Context: an optimization exercise on an open-source flow, tuned for a short achievable clock period and few clock cycles. The choices shown serve that exercise and are no tape-out recipe.
Only simulation tests tie the RTL to the original design; equivalence was not proved.
Power is estimated from default activity; no workload was simulated.

$ cat flow/design.v
`timescale 1ns/1ps
package cpu_pkg;
    localparam int XLEN       = 16;
    localparam int REG_ADDR_W = 3;
    localparam int NUM_REGS   = 8;
    localparam int IMM_W      = 4;
    typedef enum logic [1:0] {
        CLASS_MEM  = 2'b00,
        CLASS_ALU  = 2'b01,
        CLASS_JUMP = 2'b10,
        CLASS_NOP  = 2'b11
    } instr_class_t;
    typedef enum logic [2:0] {
        ADD, SUB, AND, OR, XOR, SHL, SHR, SLT
    } alu_op_t;
    typedef enum logic [2:0] {
        J_NEVER, J_ALWAYS, J_ZERO, J_NONZERO, J_NEG
    } jump_cond_t;
    localparam logic [2:0] MEM_LOAD  = 3'd0;
    localparam logic [2:0] MEM_STORE = 3'd1;
    typedef struct packed {
        instr_class_t          cls;
        logic                  form;
        logic [2:0]            op;
        logic [REG_ADDR_W-1:0] dst;
        logic [REG_ADDR_W-1:0] rs1;
        logic [REG_ADDR_W-1:0] rs2;
        logic                  unused;
    } instr_reg_t;
    typedef struct packed {
        instr_class_t          cls;
        logic                  form;
        logic [2:0]            op;
        logic [REG_ADDR_W-1:0] dst;
        logic [REG_ADDR_W-1:0] rs1;
        logic [IMM_W-1:0]      imm;
    } instr_imm_t;
    typedef union packed {
        instr_reg_t r;
        instr_imm_t i;
    } instr_word_t;
    typedef enum logic [2:0] {
        ST_IDLE, ST_FETCH, ST_DECODE, ST_REG_READ,
        ST_EXECUTE, ST_MEMORY, ST_MEM_WAIT, ST_WRITEBACK
    } stage_t;
endpackage
`timescale 1ns/1ps
module alu (
    input  logic [cpu_pkg::XLEN-1:0] a,
    input  logic [cpu_pkg::XLEN-1:0] b,
    input  logic [2:0]               op,
    output logic [cpu_pkg::XLEN-1:0] y
);
    always_comb begin
        case (op)
            3'd0:    y = a + b;
            3'd1:    y = a - b;
            3'd2:    y = a & b;
            3'd3:    y = a | b;
            3'd4:    y = a ^ b;
            3'd5:    y = a << b[3:0];
            3'd6:    y = a >> b[3:0];
            default: y = ($signed(a) < $signed(b)) ? cpu_pkg::XLEN'(1) : '0;
        endcase
    end
endmodule
`timescale 1ns/1ps
module cpu_top (
    input  logic            clk,
    input  logic            rst,
    input  logic [cpu_pkg::XLEN-1:0] instr_in,
    input  logic [cpu_pkg::XLEN-1:0] pmem_data_in,
    output logic [cpu_pkg::XLEN-1:0] pc,
    output logic [cpu_pkg::XLEN-1:0] pmem_data_out,
    output logic [cpu_pkg::XLEN-1:0] pmem_addr_out,
    output logic            pmem_write
);
    localparam int BTB_N = 16;
    logic [15:0] fpc;                  
    logic        d_valid;              
    logic [15:0] d_pc;
    logic        use_replay;
    logic [15:0] replay;
    logic        e_valid;
    logic [15:0] e_pc;
    logic [15:0] e_pc1;                
    logic [15:0] e_pred;               
    logic [15:0] e_jtgt;               
    logic        e_alu, e_ld, e_st, e_jmp, e_jform;
    logic        e_c_always, e_c_zero, e_c_nz, e_c_neg;
    logic [2:0]  e_op;
    logic [2:0]  e_dst;
    logic [15:0] opa, opb, sdata;
    logic        w_ld;
    logic [2:0]  w_dst;
    logic [15:0] regs [8];
    logic [BTB_N-1:0] bt_v;
    logic [11:0] bt_tag [BTB_N];
    logic [15:0] bt_tgt [BTB_N];
    logic [15:0] iw;
    logic [1:0]  cls;
    logic        form;
    logic [2:0]  op, dst, rs1, rs2, rb;
    logic [3:0]  imm;
    logic [15:0] imm_se;
    logic        is_alu, is_ld, is_st, is_jmp, immf, uses_a, uses_b;
    logic [15:0] alu_y;
    logic        e_wr;
    logic [15:0] va, vb;
    logic        stall;
    assign iw     = use_replay ? replay : instr_in;
    assign cls    = iw[15:14];
    assign form   = iw[13];
    assign op     = iw[12:10];
    assign dst    = iw[9:7];
    assign rs1    = iw[6:4];
    assign rs2    = iw[3:1];
    assign imm    = iw[3:0];
    assign imm_se = {{12{imm[3]}}, imm};
    assign is_alu = (cls == 2'b01);
    assign is_ld  = (cls == 2'b00) && (op == 3'd0);
    assign is_st  = (cls == 2'b00) && (op == 3'd1);
    assign is_jmp = (cls == 2'b10);
    assign immf   = form || is_st;
    assign rb     = is_st ? dst : rs2;
    assign uses_a = is_alu || is_ld || is_st || (is_jmp && (op >= 3'd2) && (op <= 3'd4));
    assign uses_b = is_st || (!form && (is_alu || is_ld || (is_jmp && (op >= 3'd1) && (op <= 3'd4))));
    assign e_wr = e_valid && e_alu;
    always_comb begin
        if (e_wr && (e_dst == rs1))      va = alu_y;
        else if (w_ld && (w_dst == rs1)) va = pmem_data_in;
        else                             va = regs[rs1];
        if (e_wr && (e_dst == rb))       vb = alu_y;
        else if (w_ld && (w_dst == rb))  vb = pmem_data_in;
        else                             vb = regs[rb];
    end
    assign stall = d_valid && e_valid && e_ld &&
                   ((uses_a && (rs1 == e_dst)) || (uses_b && (rb == e_dst)));
    alu i_alu (.a(opa), .b(opb), .op(e_op), .y(alu_y));
    logic zero, take, mm_seq, mm_jt, mm_rt, mispred;
    logic [15:0] jtgt, actual;
    assign zero    = (opa == 16'h0);
    assign take    = e_jmp && (e_c_always || (e_c_zero && zero) || (e_c_nz && !zero) ||
                               (e_c_neg && opa[15]));
    assign jtgt    = e_jform ? e_jtgt : sdata;
    assign actual  = take ? jtgt : e_pc1;
    assign mm_seq  = (e_pc1 != e_pred);
    assign mm_jt   = (e_jtgt != e_pred);
    assign mm_rt   = (sdata != e_pred);
    assign mispred = e_valid && (take ? (e_jform ? mm_jt : mm_rt) : mm_seq);
    assign pmem_addr_out = opa + opb;
    assign pmem_data_out = sdata;
    assign pmem_write    = e_valid && e_st;
    logic [3:0]  bidx;
    logic        bhit;
    logic [15:0] fpc_n;
    assign bidx = fpc[3:0];
    assign bhit = bt_v[bidx] && (bt_tag[bidx] == fpc[15:4]);
    always_comb begin
        if (mispred)   fpc_n = actual;
        else if (stall) fpc_n = fpc;
        else if (bhit) fpc_n = bt_tgt[bidx];
        else           fpc_n = fpc + 16'd1;
    end
    assign pc = fpc;
    always_ff @(posedge clk or posedge rst) begin
        if (rst) begin
            fpc        <= '0;
            d_valid    <= 1'b0;
            use_replay <= 1'b0;
            e_valid    <= 1'b0;
            w_ld       <= 1'b0;
            bt_v       <= '0;
            for (int i = 0; i < 8; i++) regs[i] <= '0;
        end else begin
            fpc        <= fpc_n;
            d_valid    <= !mispred;
            use_replay <= stall && !mispred;
            e_valid    <= d_valid && !stall && !mispred;
            w_ld       <= e_valid && e_ld;
            for (int i = 0; i < 8; i++) begin
                if (e_wr && (e_dst == 3'(i)))      regs[i] <= alu_y;
                else if (w_ld && (w_dst == 3'(i))) regs[i] <= pmem_data_in;
            end
            if (e_valid && e_jmp) begin
                if (take) begin
                    bt_v[e_pc[3:0]] <= 1'b1;
                end else begin
                    bt_v[e_pc[3:0]] <= 1'b0;
                end
            end
        end
    end
    always_ff @(posedge clk) begin
        replay <= iw;
        if (!stall) d_pc <= fpc;
        e_pc    <= d_pc;
        e_pc1   <= d_pc + 16'd1;
        e_pred  <= fpc;
        e_jtgt  <= d_pc + imm_se;
        e_alu   <= is_alu;
        e_ld    <= is_ld;
        e_st    <= is_st;
        e_jmp   <= is_jmp;
        e_jform <= form;
        e_c_always <= (op == 3'd1);
        e_c_zero   <= (op == 3'd2);
        e_c_nz     <= (op == 3'd3);
        e_c_neg    <= (op == 3'd4);
        e_op    <= is_alu ? op : 3'd0;
        e_dst   <= dst;
        opa     <= va;
        opb     <= immf ? imm_se : vb;
        sdata   <= vb;
        w_dst   <= e_dst;
        if (e_valid && e_jmp && take) begin
            bt_tag[e_pc[3:0]] <= e_pc[15:4];
            bt_tgt[e_pc[3:0]] <= jtgt;
        end
    end
endmodule
$ cat flow/run.sh
#!/bin/bash
# synth_recipe.tcl (not shown) runs the flow's synth.tcl, then flattens the netlist and writes it again
# the make line also repeats each setting of config.mk as NAME=value (left out here)
make -C /OpenROAD-flow-scripts/flow DESIGN_CONFIG=/design/flow/config.mk WORK_HOME=/design/flow/orfs CLKGATE_MAP_FILE= SYNTH_SCRIPT=/design/flow/synth_recipe.tcl finish
$ cat flow/config.mk
export PLATFORM = sky130hd
export DESIGN_NAME = cpu_top
export DESIGN_NICKNAME = cpu_top
export VERILOG_FILES = /design/flow/design.v
export SDC_FILE = /design/flow/constraint.sdc
export NUM_CORES = 4
export LEC_CHECK = 0
export CAP_MARGIN = 20
export CORE_MARGIN = 2
export CORE_UTILIZATION = 40
export SLEW_MARGIN = 20
$ cat flow/constraint.sdc
create_clock -name core_clock -period 5.0 [get_ports {clk}]
set_input_delay 1.0000 -clock core_clock [delete_from_list [all_inputs] [get_ports {clk}]]
set_output_delay 1.0000 -clock core_clock [all_outputs]
set_load 0.01 [all_outputs]
==> summary.txt <==
dpl cells: 4,370
hold buffer count at CTS: 0
unrepaired setup endpoints after global routing: no
CP startpoint: opb[1]
fmax: 212 MHz
number of port buffers: 82
status: no timing/DRC/antenna violations
H-tree Lvls: 3
worst-path maximum fanout: 6
global route overflow: 0
worst hold path class: reg -> reg
Post-CTS Resized: 0
starting density of the core: 0.403
CP Launch Type: flip-flop
CTS Sinks: 770
largest net degree at the start of global routing: 58
Core Region: 93,200 um^2
Pwr Total: 25,700 uW
Worst Setup EP: pmem_addr_out[15]
fin. max-slew vios: 0
TNS Setup: 0 ns
clock latency (worst-skew pair): 0.66 ns
Mapped Nets: 3,218
Nets: 3,307
Root Driver: clkbuf_16
Die ar.: 96,400 um^2
Synth area leader: edfxtp_1
synth unique cells: 84
CTS Buf Count: 81
commonest non-fill, non-tap cells in the layout: edfxtp_1, nand2_1, nor2_1
Setup Viol. Count Final: 0
Final Hold Fails: 0
Iter 0 DRT Violations: 3,552
commonest non-fill, non-tap cell in the layout: edfxtp_1
DPL Wire Length: 77,500 um
Max transition margin: 0.245
Ys Warns: 3
cell count after synthesis: 3,110
R2R Setup Slk: 0.57 ns
Synth Register Bits: 770
share of the synthesized area in the top cell type: 0.371
Core Rows: 112
pwr dens: 594 nW/um^2
Worst EP required: 4.00 ns
Layout fillers: 8,311
Setup Skew: 0.0298 ns
1st-pass router iterations: 6
Mean Syn Cell Area: 12.1 um^2
Die Y: 310 um
clock-pin slew on the worst setup and hold paths: 0.06 ns
Die W: 310 um
WL/cell: 25.8 um
WP data arrival: 3.72 ns
fin crit share: 0.944
Worst Setup End Kind: output pin
vias: 26,400
asr flop ratio synth: 0.213
initial antenna violation count: 4
Final Wtd Congestion: 0.957
Layout area overhead: 15.1%
routed vias/inst: 5.85
r2r worst-path depth: 10
Setup CP Type: reg -> out
total track usage: 0.241
ratio of cells with drive above 1 in the final layout: 0.174
post-route core utilization: 0.464
Cell Area, Synth: 37,600 um^2
Post-CTS Repair Setup Buffers: 0
Peak VDD IR: 0.302 mV
fin crit period: 4.72 ns
Final ANT Viol Nets: 0
Layout Cells excl Fill: 4,522
Synth area leaders: edfxtp_1, dfrtp_1, mux4_2, dfxtp_1, mux2i_1
max reg flops: 256
number of max-cap violations: 0
sequential fraction of the synthesis area: 0.556
leakage: 0.0158 uW
WL final: 117,000 um
Tightest Pin Transition: 1.13 ns
r2r endpoint: opa[0]
ys flop type: edfxtp_1
vias in the first global route: 25,200
I/O pins: 83
worst r2r src: use_replay
Post-route DRC: 0
first-pass GRT wire length: 171,000 um
CTS tree: built
clk buf depth: 3
number of synthesized flops with an enable pin: 464
power breakdown:
part	internal, uW	switching (uW)	leakage, uW
combinational	4090	5220	0.00715
sequential	8360	1720	0.00733
clock	3680	2600	0.00137
how the worst min path moves through the flow:
stage                  start  cells past startpoint       end  slack [ns]
finish              e_dst[1]                      0  w_dst[1]        0.46
detailed placement  e_dst[1]                      0  w_dst[1]        0.45
global route        e_dst[1]                      0  w_dst[1]        0.47
global placement    e_dst[1]                      0  w_dst[1]        0.45
CTS                 e_dst[1]                      0  w_dst[1]        0.46
floorplan           e_dst[0]                      0  w_dst[0]        0.33
final cells by class:
class | count | area [um^2] | share of cell area
tap | 1254 | 1570 | 0.0363
clock buffer | 109 | 2300 | 0.0531
multi-input combinational | 2038 | 15700 | 0.363
sequential | 770 | 20900 | 0.483
inverter | 92 | 349 | 0.00808
timing repair buffer | 216 | 1900 | 0.0440
antenna | 1 | 2.50 | 0.0000579
clock inverter | 42 | 513 | 0.0119
cells in the mapped netlist, drive strengths merged, types with 20 or more instances:
master,n
nand3,69
and3,21
ha,71
mux2,92
nand2,314
o211ai,20
xor2,34
mux4,142
a211oi,57
clkbuf,136
edfxtp,464
dfrtp,164
buf,74
a21oi,195
o21ai,199
mux2i,162
dfxtp,142
xnor2,65
nor2b,48
o22ai,37
nor3,51
nor2,210
inv,88
worst max-delay path, stage by stage, from the launching register on:
cell	delay, ns
dfxtp_1	0.37
inv_2	0.10
ha_1	0.35
a21oi_2	0.20
o21ai_1	0.13
a2111oi_2	0.38
buf_4	0.18
o31ai_2	0.07
a31oi_1	0.19
buf_4	0.16
o21ai_1	0.08
xor2_1	0.17
buf_4	0.16
clkdlybuf4s50_1	0.53
kinds of logic after synthesis:
kind of cell	synth area share
simple gates	0.0962
flops	0.556
compound gates	0.110
mux	0.156
buf+inv	0.0332
xor+xnor	0.0231
fa+ha+maj	0.0253
per-stage QoR:
step / area [um^2] / hold slack, ns / setup WS (ns)
floorplan: 37600 / 0.329 / 0.918
global placement: 40400 / 0.447 / 0.589
detailed placement: 40400 / 0.446 / 0.556
CTS: 43200 / 0.456 / 0.0794
global route: 43200 / 0.474 / 0.0376
finish: 43200 / 0.456 / 0.279
routing by layer:
layer  GRT usage  share of wire  routed length [um]
met1       0.353           0.44               51800
met2       0.367           0.45               52400
met3      0.0428          0.083                9730
met4      0.0657          0.024                2750
met5           0        0.00030                  35
Testbench counts, summed over its fixed seeds: cycles 31,089.

## re-timing with driven ports
How much do the figures lean on ideal ports? The routed layout below was timed once more, with nothing changed but the port constraints. Step 1 sets driving cells, clkbuf_16 on the clock port and buf_2 on the other inputs (assumed; they add their load-dependent delay and slew). Step 2 adds t to the input delays and takes it off the output delays; t is the mean of the earliest and latest rising clock arrival at the registers after step 1. Input paths then give back, and output paths get back, about the clock's delay inside the block. a / b / c = ideal / step 1 / step 2; a / b = the first two.
shift t [ns]: 0.711
slack for setup (ns): 0.279 / 0.215 / 0.472
slew at the worst register clock pin (ns): 0.07 / 0.07
cell pins on the clock port's net: 1
After both steps this run still meets setup and hold. The setup slack of this run moves by -0.064 ns with the drivers and by +0.193 ns with both steps.
